This is an optimization exercise on Yosys and OpenROAD, whose aim is small area, not a production implementation.
Function was checked by simulation only, so behaviour that the tests miss may differ from the original.
Power figures rest on the tool's default switching activity, not on a simulated workload.

## design/flow/design.v

```verilog
module sra_wr_bit (
  input  logic b, h, k,
  input  logic m, hd, q,
  output logic d
);
  assign d = (b & m) | (h & hd) | (k & q);
endmodule
module sra_ao222n (
  input  logic a1, a2, b1, b2, c1, c2,
  output logic y
);
  assign y = !((a1 & a2) | (b1 & b2) | (c1 & c2));
endmodule
module sra_rd_bit (
  input  logic [17:0] s,
  input  logic [17:0] v,
  output logic        d
);
  logic [5:0] y;
  for (genvar g = 0; g < 6; g++) begin : g_ao
    sra_ao222n u_ao (
      .a1(s[3*g]), .a2(v[3*g]), .b1(s[3*g+1]), .b2(v[3*g+1]), .c1(s[3*g+2]), .c2(v[3*g+2]),
      .y(y[g])
    );
  end
  assign d = !(&y);
endmodule
module sra_reg_slave #(
  parameter int DATA_WIDTH_BYTES = 4,
  parameter int ADDR_WIDTH       = 8,
  parameter int M_USER_BITS      = 2,
  parameter int S_USER_BITS      = 2,
  parameter int NUM_REGS         = 16
) (
  input  logic                               clk,
  input  logic                               rst,
  input  logic                               m_valid,
  output logic                               m_ready,
  input  logic [DATA_WIDTH_BYTES*8-1:0]      m_data,
  input  logic [M_USER_BITS-1:0]             m_user,
  input  logic [ADDR_WIDTH-1:0]              m_addr,
  output logic                               s_valid,
  input  logic                               s_ready,
  output logic [DATA_WIDTH_BYTES*8-1:0]      s_data,
  output logic [S_USER_BITS-1:0]             s_user,
  output logic [ADDR_WIDTH-1:0]              s_addr,
  input  logic                               hw_wr_en,
  input  logic [$clog2(NUM_REGS)-1:0]        hw_wr_addr,
  input  logic [DATA_WIDTH_BYTES*8-1:0]      hw_wr_data,
  output logic [NUM_REGS*DATA_WIDTH_BYTES*8-1:0] reg_q,
  output logic [NUM_REGS-1:0]                bus_wr_pulse
);
  localparam int DW = DATA_WIDTH_BYTES * 8;
  localparam int IW = $clog2(NUM_REGS);
  logic                    slot_q;
  logic [DW-1:0]           s_data_q;
  logic [DW-1:0]           s_data_d;
  logic                    s_oor_q;
  logic [ADDR_WIDTH-1:0]   s_addr_q;
  logic [DW-1:0]           regs_q [NUM_REGS];
  logic [DW-1:0]           regs_d [NUM_REGS];
  logic [NUM_REGS-1:0]     pulse_q;
  logic                    accept;
  logic                    is_wr;
  logic                    in_range;
  logic                    hold;
  logic                    fwd;
  logic [IW-1:0]           idx;
  logic [NUM_REGS-1:0]     bus_sel;    
  logic [NUM_REGS-1:0]     hw_hit;     
  logic [NUM_REGS-1:0]     wb, wh, wk;  
  logic [NUM_REGS-1:0]     rsel;       
  logic                    rf, rk;     
  assign s_valid  = slot_q;
  assign m_ready  = !slot_q || s_ready;
  assign accept   = m_valid && m_ready;
  assign is_wr    = m_user[0];
  assign in_range = {1'b0, m_addr} < (ADDR_WIDTH+1)'(NUM_REGS);
  assign idx      = m_addr[IW-1:0];
  assign hold     = slot_q && !s_ready;
  assign fwd      = hw_wr_en && (hw_wr_addr == idx);
  always_comb begin
    for (int i = 0; i < NUM_REGS; i++) begin
      bus_sel[i] = accept && is_wr && in_range && (idx == IW'(i));
      hw_hit[i]  = hw_wr_en && (hw_wr_addr == IW'(i));
      wb[i]      = !rst && bus_sel[i];
      wh[i]      = !rst && !bus_sel[i] && hw_hit[i];
      wk[i]      = !rst && !bus_sel[i] && !hw_hit[i];
      rsel[i]    = !hold && in_range && !fwd && (idx == IW'(i));
    end
    rf = !hold && in_range && fwd;
    rk = hold;
  end
  for (genvar gi = 0; gi < NUM_REGS; gi++) begin : g_reg
    for (genvar gb = 0; gb < DW; gb++) begin : g_bit
      sra_wr_bit u_wr (
        .b(wb[gi]), .h(wh[gi]), .k(wk[gi]),
        .m(m_data[gb]), .hd(hw_wr_data[gb]), .q(regs_q[gi][gb]),
        .d(regs_d[gi][gb])
      );
    end
  end
  for (genvar gb = 0; gb < DW; gb++) begin : g_rd
    logic [NUM_REGS-1:0] col;
    for (genvar gi = 0; gi < NUM_REGS; gi++) begin : g_col
      assign col[gi] = regs_q[gi][gb];
    end
    sra_rd_bit u_rd (
      .s({rk, rf, rsel}), .v({s_data_q[gb], hw_wr_data[gb], col}),
      .d(s_data_d[gb])
    );
  end
  always_ff @(posedge clk) begin
    slot_q   <= !rst && ((accept && !is_wr) || hold);
    pulse_q  <= rst ? '0 : bus_sel;
    s_data_q <= s_data_d;
    if (!hold) begin
      s_oor_q  <= !in_range;
      s_addr_q <= m_addr;
    end
    for (int i = 0; i < NUM_REGS; i++) begin
      regs_q[i] <= regs_d[i];
    end
  end
  assign s_data       = s_data_q;
  assign s_user       = {1'b0, s_oor_q};
  assign s_addr       = s_addr_q;
  assign bus_wr_pulse = pulse_q;
  for (genvar gi = 0; gi < NUM_REGS; gi++) begin : g_flat
    assign reg_q[gi*DW +: DW] = regs_q[gi];
  end
endmodule
```

## design/flow/flow/run.sh

```bash
#!/bin/bash
# Standard ORFS layout, with two changes: ports are buffered with the smallest
# buffer (buf_1) instead of the default pick, and the clock tree uses smaller
# buffers and no dummy loads. Every step's full output stays in the ORFS logs
# under orfs/logs; make's own output goes to flow_make.log.
set -euo pipefail
cd "$(dirname "$0")/.."
bash standard.sh \
  "BUFFER_PORTS_ARGS=-buffer_cell sky130_fd_sc_hd__buf_1" \
  "CTS_ARGS=-sink_clustering_enable -repair_clock_nets -dont_use_dummy_load -buf_list sky130_fd_sc_hd__clkbuf_8 -root_buf sky130_fd_sc_hd__clkbuf_16" \
  finish > flow_make.log 2>&1
```

## design/flow/standard.sh

```bash
#!/bin/bash
# synth_recipe.tcl (not shown) runs the flow's synth.tcl, then flattens the netlist and writes it again
# the make line also repeats each setting of config.mk as NAME=value (left out here)
make -C /OpenROAD-flow-scripts/flow DESIGN_CONFIG=/design/flow/config.mk WORK_HOME=/design/flow/orfs CLKGATE_MAP_FILE= SYNTH_SCRIPT=/design/flow/synth_recipe.tcl "${@:-finish}"
```

## design/flow/config.mk

```make
export PLATFORM = sky130hd
export DESIGN_NAME = sra_reg_slave
export DESIGN_NICKNAME = sra_reg_slave
export VERILOG_FILES = /design/flow/design.v
export SDC_FILE = /design/flow/constraint.sdc
export NUM_CORES = 4
export LEC_CHECK = 0
export CAP_MARGIN = 20
export CORE_MARGIN = 2
export CORE_UTILIZATION = 40
export SLEW_MARGIN = 20
export SYNTH_HIERARCHICAL = 1
```

## design/flow/constraint.sdc

```tcl
create_clock -name core_clock -period 4.0 [get_ports {clk}]
set_input_delay 0.8000 -clock core_clock [delete_from_list [all_inputs] [get_ports {clk}]]
set_output_delay 0.8000 -clock core_clock [all_outputs]
set_load 0.01 [all_outputs]
```

==> impl_metrics.xml, run 1 <==
<?xml version="1.0" encoding="UTF-8"?>
<metrics>
  <group name="yosys">
    <metric name="async_s_r_ff_share_synth" unit="%">0</metric>
    <metric name="synth.yosys.seq_area_share" unit="%">51.9</metric>
    <metric name="total_nets_after_synthesis" unit="">2130</metric>
    <metric name="synth_enable_flop_cells" unit="">9</metric>
    <metric name="synth_ff_type" unit="">dfxtp_1</metric>
    <metric name="cells_after_synthesis" unit="">2047</metric>
    <metric name="avgSynthCellArea" unit="sq um">10.8</metric>
    <metric name="ys.warnings.count" unit="">10</metric>
    <metric name="synth-seq-cells" unit="">570</metric>
    <metric name="mappedNetlistArea" unit="sq um">22200</metric>
    <metric name="synth_cell_type_count" unit="">40</metric>
  </group>
  <group name="timing">
    <metric name="max_clock_freq" unit="MHz">318</metric>
    <metric name="timing.final.setup_violations" unit="">0</metric>
    <metric name="timing.final.max_slew_violations" unit="">0</metric>
    <metric name="max-slew-margin-rel" unit="%">24.4</metric>
    <metric name="timing.final.hold_violations" unit="">0</metric>
    <metric name="grt_setup_unrepaired" unit="">no</metric>
    <metric name="tmin_final" unit="ps">3150</metric>
    <metric name="worst_slack" unit="ps">852</metric>
    <metric name="hold_ws" unit="ps">417</metric>
    <metric name="setup_tns" unit="ps">0</metric>
    <metric name="slew_of_the_pin_with_the_lowest_slew_margin" unit="ps">1130</metric>
    <metric name="timing.clock.skew" unit="ps">53.2</metric>
    <metric name="layout_worst_path_cycle_share" unit="%">78.7</metric>
  </group>
  <group name="power">
    <metric name="max-vdd-ir-drop" unit="mV">0.275</metric>
    <metric name="power_density" unit="nW/um^2">391</metric>
    <metric name="static-leakage-power" unit="nW">13.6</metric>
  </group>
  <group name="final_layout">
    <metric name="layout-drive-gt1-share" unit="%">11.4</metric>
    <metric name="layout-area-overhead-vs-synth" unit="%">30.7</metric>
    <metric name="final-instance-count-excl-fill" unit="">3630</metric>
    <metric name="nets" unit="">3011</metric>
    <metric name="multiInputGateArea" unit="sq um">9200</metric>
    <metric name="layout.cells.most_common_list" unit="">a222oi_1 (704), buf_1 (651), dfxtp_1 (561)</metric>
    <metric name="mostFrequentLayoutCell" unit="">a222oi_1</metric>
    <metric name="count_of_antenna_diodes_in_the_layout" unit="">0</metric>
    <metric name="filler_cell_count" unit="">5017</metric>
    <metric name="final_design_area_no_fill" unit="sq um">29000</metric>
    <metric name="seqCellArea" unit="sq um">11500</metric>
  </group>
  <group name="clocking">
    <metric name="number_of_cts_inserted_buffers" unit="">98</metric>
    <metric name="postCtsSetupBuffers" unit="">0</metric>
    <metric name="holdBufCountCts" unit="">0</metric>
    <metric name="clock_sink_count" unit="">570</metric>
    <metric name="clkTransAtPathRegs" unit="ps">50</metric>
    <metric name="cts_resized" unit="">0</metric>
    <metric name="cts_max_path_buffers" unit="">3</metric>
    <metric name="clk_latency" unit="ps">610</metric>
    <metric name="clk_root_buffer_cell" unit="">clkbuf_16</metric>
    <metric name="tritoncts" unit="">yes</metric>
    <metric name="cts.htree.levels" unit="">3</metric>
  </group>
  <group name="placed_design">
    <metric name="placement.io_buffers" unit="">652</metric>
    <metric name="detailedPlacementHpwl" unit="um">86900</metric>
    <metric name="dp_slack" unit="ps">368</metric>
    <metric name="gpl.final_weighted_congestion" unit="">0.954</metric>
    <metric name="placed_cell_count" unit="">3531</metric>
    <metric name="placed_cell_area" unit="sq um">27500</metric>
  </group>
  <group name="worst_setup_path">
    <metric name="critical_path.slowest_cell" unit="">nor4_1</metric>
    <metric name="worstSetupStartpointType" unit="">primary input</metric>
    <metric name="critical_path.endpoint_type" unit="">flop</metric>
    <metric name="timing.critical_path.arrival" unit="ps">3590</metric>
    <metric name="cpPeakStageDelay" unit="ps">770</metric>
    <metric name="critical_path.max_fanout" unit="">25</metric>
    <metric name="crit_path_frequent_cell" unit="">buf_4</metric>
    <metric name="critical_path_class" unit="">in2reg</metric>
    <metric name="required_time_worst_endpoint" unit="ps">4450</metric>
    <metric name="worstSetupStartpoint" unit="">m_addr[5]</metric>
    <metric name="worst_r2r_startpoint" unit="">slot_q$_DFF_P_</metric>
    <metric name="crit_family" unit="">simple AND/OR/NAND/NOR gates</metric>
    <metric name="cp_num_buf_inv" unit="">4</metric>
    <metric name="timing.critical_path.cells" unit="">buf_1 &gt; or4_4 &gt; buf_4 &gt; nor4_1 &gt; a311oi_4 &gt; buf_4 &gt; a222oi_1 &gt; inv_1</metric>
  </group>
  <group name="drt">
    <metric name="finalWirelength" unit="um">132000</metric>
    <metric name="dr_total_vias" unit="">27000</metric>
    <metric name="detailedRoute.firstPassIterationCount" unit="">15</metric>
    <metric name="detail_route.vias_per_cell" unit="">7.43</metric>
    <metric name="post-route-drc-count" unit="">0</metric>
    <metric name="routedWlPerCell" unit="um">36.3</metric>
    <metric name="dr.first_iter.drc_count" unit="">8395</metric>
    <metric name="ant_nets" unit="">0</metric>
  </group>
  <group name="die">
    <metric name="die_area" unit="sq um">57300</metric>
    <metric name="initial_core_util" unit="%">40.4</metric>
    <metric name="die-width" unit="um">239</metric>
    <metric name="top_level_ports" unit="">655</metric>
    <metric name="row_count" unit="">86</metric>
    <metric name="die_h" unit="um">239</metric>
    <metric name="coreArea" unit="sq um">54900</metric>
  </group>
  <group name="global_routing">
    <metric name="vias_in_the_first_global_route" unit="">25000</metric>
    <metric name="number_of_antenna_violations_at_the_first_check_in_global_routing" unit="">2</metric>
    <metric name="track_usage" unit="%">43.3</metric>
    <metric name="global_route_wire_length_before_repair" unit="um">180000</metric>
    <metric name="grt_start_max_net_pins" unit="">33</metric>
    <metric name="grt_overflow_total" unit="">0</metric>
  </group>
  <group name="min_path">
    <metric name="timing.hold.worst.class" unit="">in2reg</metric>
    <metric name="hold_path.startpoint" unit="">m_addr[5]</metric>
  </group>
  <group name="outcome">
    <metric name="status" unit="">complete, no violations</metric>
  </group>
  <group name="run">
    <metric name="timing.max_cap.violations" unit="">0</metric>
  </group>
</metrics>
## metrics by stage
| stage | power, mW | utilization (%) |
|---|---|---|
| floorplan | 6.21 | - |
| global placement | 6.77 | 50.0 |
| detailed placement | 6.79 | 50.1 |
| CTS | 11.3 | 52.8 |
| global route | 11.6 | 52.8 |
| finish | 11.3 | 52.8 |
## flip-flops by register name, indices dropped and copies added, names as in the netlist
name and cells:
regs_q 512, s_data_q 32, pulse_q 16, s_addr_q 8, s_oor_q 1, slot_q 1
## path summary, 6_finish.rpt
path              cells past startpoint  slack [ps]                    end
hold / removal                        1         420  s_addr_q[5]$_DFFE_PN_
setup / recovery                      8         850  regs_q[15][3]$_DFF_P_
setup reg to reg                      8        1090   regs_q[3][3]$_DFF_P_
hold reg to reg                       2         510  regs_q[1][11]$_DFF_P_
## final cells by class
cell class                      count  share of cell area, %
Clock buffer                       98                   5.01
Tap cell                          704                   3.04
Inverter                          515                   6.67
Multi-Input combinational cell    927                   31.8
Sequential cell                   570                   39.7
Timing Repair Buffer              816                   13.8
## logic make-up (layout without fill, tap and decap cells)
logic type / Yosys count / in the layout / share of synthesized area (%)
AOI/OAI and AO/OA: 740 / 740 / 33.2
DFF: 570 / 570 / 51.9
buffers and inverters: 550 / 1429 / 9.52
xor gates and xnor gates: 4 / 4 / 0.158
and+or+nand+nor: 182 / 182 / 5.22
other: 1 / 1 / 0.0169
## modules after synthesis (local to each module, per instance)
module,cells inside,area (sq um),copies in the design,flip-flops and latches
sra_rd_bit,2,13.8,32,0
sra_reg_slave,767,12700,1,570
sra_wr_bit,2,13.8,512,0
sra_ao222n,1,10.0,192,0
## worst reg2reg max path, delay by kind of cell, from the launching register on
| kind | cells | cell delay [ps] |
|---|---|---|
| buffers and inverters | 4 | 1160 |
| AO/OA/AOI/OAI | 2 | 1010 |
| flip-flops | 1 | 330 |
| AND/OR/NAND/NOR | 2 | 320 |
## cells in the mapped netlist (9+ instances only)
master / count / share of area [%]
inv_1: 514 / 8.7
nand3_1: 34 / 0.77
edfxtp_1: 9 / 1.2
nand2_1: 9 / 0.15
nor3_1: 16 / 0.36
and4_1: 32 / 1.3
dfxtp_1: 561 / 51
clkbuf_1: 18 / 0.30
a211oi_1: 12 / 0.41
a222oi_1: 704 / 32
nor4_1: 47 / 1.3
## power breakdown
part	switching [mW]	leakage, nW	internal [mW]
logic	0.688	8.23	0.193
registers	0.0688	4.62	5.78
clock network	2.23	0.751	2.36
## metal layers
layer	vias to the layer above	wire, um	global-route usage, %
met4	2	9660	26.2
met1	12900	44400	54.4
li1	10600	-	-
met2	2890	54200	62.6
met3	618	23500	16.7
met5	-	8	0
==> run 2, diff against run 1 <==
==> design/flow/run.sh (new file) <==
#!/bin/bash
# synth_recipe.tcl (not shown) runs the flow's synth.tcl, then flattens the netlist and writes it again
# the make line also repeats each setting of config.mk as NAME=value (left out here)
make -C /OpenROAD-flow-scripts/flow DESIGN_CONFIG=/design/flow/config.mk WORK_HOME=/design/flow/orfs CLKGATE_MAP_FILE= SYNTH_SCRIPT=/design/flow/synth_recipe.tcl finish
removed: design/flow/flow/run.sh
removed: design/flow/standard.sh
==> impl_metrics.xml, run 2 <==
<?xml version="1.0" encoding="UTF-8"?>
<metrics>
  <group name="power">
    <metric name="max-vdd-ir-drop" unit="mV">0.368</metric>
    <metric name="static-leakage-power" unit="nW">15.3</metric>
    <metric name="power_density" unit="nW/um^2">374</metric>
  </group>
  <group name="timing">
    <metric name="slew_of_the_pin_with_the_lowest_slew_margin" unit="ps">1210</metric>
    <metric name="layout_worst_path_cycle_share" unit="%">86.8</metric>
    <metric name="timing.final.max_slew_violations" unit="">0</metric>
    <metric name="max_clock_freq" unit="MHz">288</metric>
    <metric name="timing.final.setup_violations" unit="">0</metric>
    <metric name="timing.clock.skew" unit="ps">24.4</metric>
    <metric name="grt_setup_unrepaired" unit="">no</metric>
    <metric name="worst_slack" unit="ps">528</metric>
    <metric name="timing.final.hold_violations" unit="">0</metric>
    <metric name="tmin_final" unit="ps">3470</metric>
    <metric name="max-slew-margin-rel" unit="%">19.3</metric>
    <metric name="hold_ws" unit="ps">514</metric>
  </group>
  <group name="yosys">
    <metric name="avgSynthCellArea" unit="sq um">10.8</metric>
    <metric name="post_synth_main_area_contributors" unit="">dfxtp_1 (51%), a222oi_1 (32%), inv_1 (8.7%)</metric>
    <metric name="async_s_r_ff_share_synth" unit="%">0</metric>
    <metric name="synth.yosys.seq_area_share" unit="%">51.9</metric>
    <metric name="post-synth-top-count-cell" unit="">a222oi_1</metric>
    <metric name="synth_top_family_by_area" unit="">compound AO/OA/AOI/OAI gates</metric>
    <metric name="ys.warnings.count" unit="">10</metric>
    <metric name="compound_gate_fraction_of_synth_area" unit="%">33.2</metric>
    <metric name="synth_enable_flop_cells" unit="">9</metric>
    <metric name="synth_top_cells_by_count" unit="">a222oi_1 (704), dfxtp_1 (561), inv_1 (514)</metric>
    <metric name="synth-seq-cells" unit="">570</metric>
    <metric name="synthXorXnorAreaFrac" unit="%">0.158</metric>
    <metric name="synthDominantCellAreaShare" unit="%">50.7</metric>
    <metric name="synth_ff_type" unit="">dfxtp_1</metric>
    <metric name="total_nets_after_synthesis" unit="">2130</metric>
    <metric name="area_fraction_in_and_or_nand_and_nor_cells_after_synthesis" unit="%">5.22</metric>
    <metric name="synthAdderAreaFrac" unit="%">0</metric>
    <metric name="mappedNetlistArea" unit="sq um">22200</metric>
    <metric name="yosysTopAreaCell" unit="">dfxtp_1</metric>
    <metric name="synth_cell_type_count" unit="">40</metric>
    <metric name="multiplexer_share_of_the_synthesized_area" unit="%">0</metric>
    <metric name="cells_after_synthesis" unit="">2047</metric>
  </group>
  <group name="final_layout">
    <metric name="fin_util" unit="%">61.2</metric>
    <metric name="nets" unit="">2971</metric>
    <metric name="largest_register_ff_count" unit="">512</metric>
    <metric name="layout.cells.most_common_list" unit="">a222oi_1 (704), clkdlybuf4s50_1 (651), dfxtp_1 (561)</metric>
    <metric name="regMostFlops" unit="">regs_q</metric>
    <metric name="final-instance-count-excl-fill" unit="">3639</metric>
    <metric name="layout-drive-gt1-share" unit="%">11.2</metric>
    <metric name="layout-area-overhead-vs-synth" unit="%">51.5</metric>
    <metric name="mostFrequentLayoutCell" unit="">a222oi_1</metric>
    <metric name="count_of_antenna_diodes_in_the_layout" unit="">0</metric>
    <metric name="largestRegisters" unit="">regs_q x512, s_data_q x32, pulse_q x16</metric>
  </group>
  <group name="drt">
    <metric name="detail_route.vias_per_cell" unit="">7.43</metric>
    <metric name="post-route-drc-count" unit="">0</metric>
    <metric name="dr_total_vias" unit="">27000</metric>
    <metric name="dr.first_iter.drc_count" unit="">8538</metric>
    <metric name="routedWlPerCell" unit="um">37.3</metric>
    <metric name="detailedRoute.firstPassIterationCount" unit="">13</metric>
    <metric name="ant_nets" unit="">0</metric>
    <metric name="finalWirelength" unit="um">136000</metric>
  </group>
  <group name="placed_design">
    <metric name="placement.io_buffers" unit="">652</metric>
    <metric name="placed_cell_count" unit="">3528</metric>
    <metric name="gpl.final_weighted_congestion" unit="">0.908</metric>
    <metric name="dp_slack" unit="ps">-68.6</metric>
    <metric name="detailedPlacementHpwl" unit="um">88200</metric>
  </group>
  <group name="worst_setup_path">
    <metric name="required_time_worst_endpoint" unit="ps">4560</metric>
    <metric name="cpPeakStageDelay" unit="ps">1060</metric>
    <metric name="timing.critical_path.arrival" unit="ps">4030</metric>
    <metric name="critical_path_class" unit="">in2reg</metric>
    <metric name="critical_path.endpoint_type" unit="">flop</metric>
    <metric name="worstSetupStartpointType" unit="">primary input</metric>
    <metric name="critical_path.slowest_cell" unit="">a2111oi_4</metric>
    <metric name="timing.critical_path.cells" unit="">clkdlybuf4s50_1 &gt; or4_4 &gt; nand2b_2 &gt; a2111oi_4 &gt; buf_4 &gt; a222oi_1 &gt; and4_1 &gt; nand3_1</metric>
    <metric name="ff2ff_path_depth" unit="">9</metric>
    <metric name="critical_path.max_fanout" unit="">13</metric>
  </group>
  <group name="die">
    <metric name="die-width" unit="um">239</metric>
    <metric name="initial_core_util" unit="%">40.4</metric>
    <metric name="top_level_ports" unit="">655</metric>
    <metric name="coreArea" unit="sq um">54900</metric>
    <metric name="row_count" unit="">86</metric>
    <metric name="die_area" unit="sq um">57300</metric>
    <metric name="die_h" unit="um">239</metric>
  </group>
  <group name="clocking">
    <metric name="tritoncts" unit="">yes</metric>
    <metric name="clk_root_buffer_cell" unit="">clkbuf_16</metric>
    <metric name="cts_max_path_buffers" unit="">3</metric>
    <metric name="clock_sink_count" unit="">570</metric>
    <metric name="clkTransAtPathRegs" unit="ps">60</metric>
    <metric name="holdBufCountCts" unit="">0</metric>
    <metric name="cts.htree.levels" unit="">2</metric>
    <metric name="number_of_cts_inserted_buffers" unit="">59</metric>
    <metric name="clk_latency" unit="ps">640</metric>
    <metric name="postCtsSetupBuffers" unit="">0</metric>
    <metric name="cts_resized" unit="">0</metric>
  </group>
  <group name="global_routing">
    <metric name="grt_overflow_total" unit="">0</metric>
    <metric name="track_usage" unit="%">45.0</metric>
    <metric name="global_route_wire_length_before_repair" unit="um">186000</metric>
    <metric name="number_of_antenna_violations_at_the_first_check_in_global_routing" unit="">3</metric>
    <metric name="grt_start_max_net_pins" unit="">45</metric>
    <metric name="vias_in_the_first_global_route" unit="">25100</metric>
  </group>
  <group name="run">
    <metric name="timing.max_cap.violations" unit="">0</metric>
  </group>
  <group name="outcome">
    <metric name="status" unit="">complete, no violations</metric>
  </group>
  <group name="min_path">
    <metric name="timing.hold.worst.class" unit="">reg2reg</metric>
    <metric name="min_path_cells" unit="">2</metric>
  </group>
</metrics>
-- run 2: through the flow --
stage	power [mW]	instance area [sq um]	setup TNS, ps
final	12.5	33600	0
after global routing	12.8	33600	0
after CTS	12.5	33500	0
after detailed placement	6.94	31600	-939
after global placement	6.92	31500	-1530
after floorplan	6.21	22200	-329650
-- run 2: kinds of logic after synthesis --
group,Yosys count
simple gates,182
flops,570
xor+xnor,4
buf+inv,550
compound gates,740
other cells,1
-- run 2: per-module statistics from Yosys, one instance, submodules excluded --
module	copies in the design	cell area, sq um	flip-flops and latches
sra_reg_slave	1	12700	570
sra_rd_bit	32	13.8	0
sra_wr_bit	512	13.8	0
sra_ao222n	192	10.0	0
-- run 2: layout make-up --
class,instances,area [sq um]
Sequential cell,570,11500
Inverter,515,1930
Clock buffer,89,1750
Timing Repair Buffer,815,8110
Clock inverter,19,201
Multi-Input combinational cell,927,9190
Tap cell,704,881
Fill cell,4513,21300
-- run 2: final timing paths --
path                    startpoint                    end  slack, ps
max                      m_addr[5]    s_data_q[0]$_DFF_P_        530
min          regs_q[8][28]$_DFF_P_  regs_q[8][28]$_DFF_P_        510
max reg2reg         slot_q$_DFF_P_   s_data_q[25]$_DFF_P_       1000
min reg2reg  regs_q[8][28]$_DFF_P_  regs_q[8][28]$_DFF_P_        510
-- run 2: layer usage --
metal  vias up  part of all wire [%]  track usage [%]
li1      10600                     -                -
met1     12900                    34             57.3
met2      2930                    42             66.7
met3       600                    17             14.5
met4         6                   7.3             26.4
met5         -                 0.027                0
-- run 2: worst max-delay path: cells and delay by family --
| family | cells | cell delay (ps) |
|---|---|---|
| buf+inv | 2 | 880 |
| compound gates | 2 | 1200 |
| simple gates | 4 | 1120 |
-- run 2: where the power goes --
group / internal [mW] / total, mW / switching [mW]
Sequential: 5.77 / 5.85 / 0.0788
Clock: 3.26 / 5.68 / 2.42
Combinational: 0.344 / 1.03 / 0.682
Total: 9.37 / 12.5 / 3.18

-- afterwards: timing with drivers on the ports --
No port has a modelled driver above. Below, the same layouts with a new extraction and two added sets of constraints. Step 1 assumes that a clkbuf_16 drives the clock port and a buf_2 every other input. Step 2, shift: input delay + t, output delay - t, t = (earliest + latest rising clock arrival at the registers) / 2. This alone moves slack from input paths to output paths. a / b / c = ideal ports / drivers / drivers and shift; a / b = the first two.
run	t, ns	slack for setup (ns)	latest minus earliest clock arrival (ns)
run 1	0.647	0.852 / 0.891 / 0.244	0.054 / 0.054
run 2	0.692	0.528 / 0.567 / -0.124	0.025 / 0.025
Met with ideal ports but missed after step 2: setup timing in run 2. For run 2, which loses most, drivers alone change the setup slack by +0.039 ns; drivers and shift together by -0.652 ns.
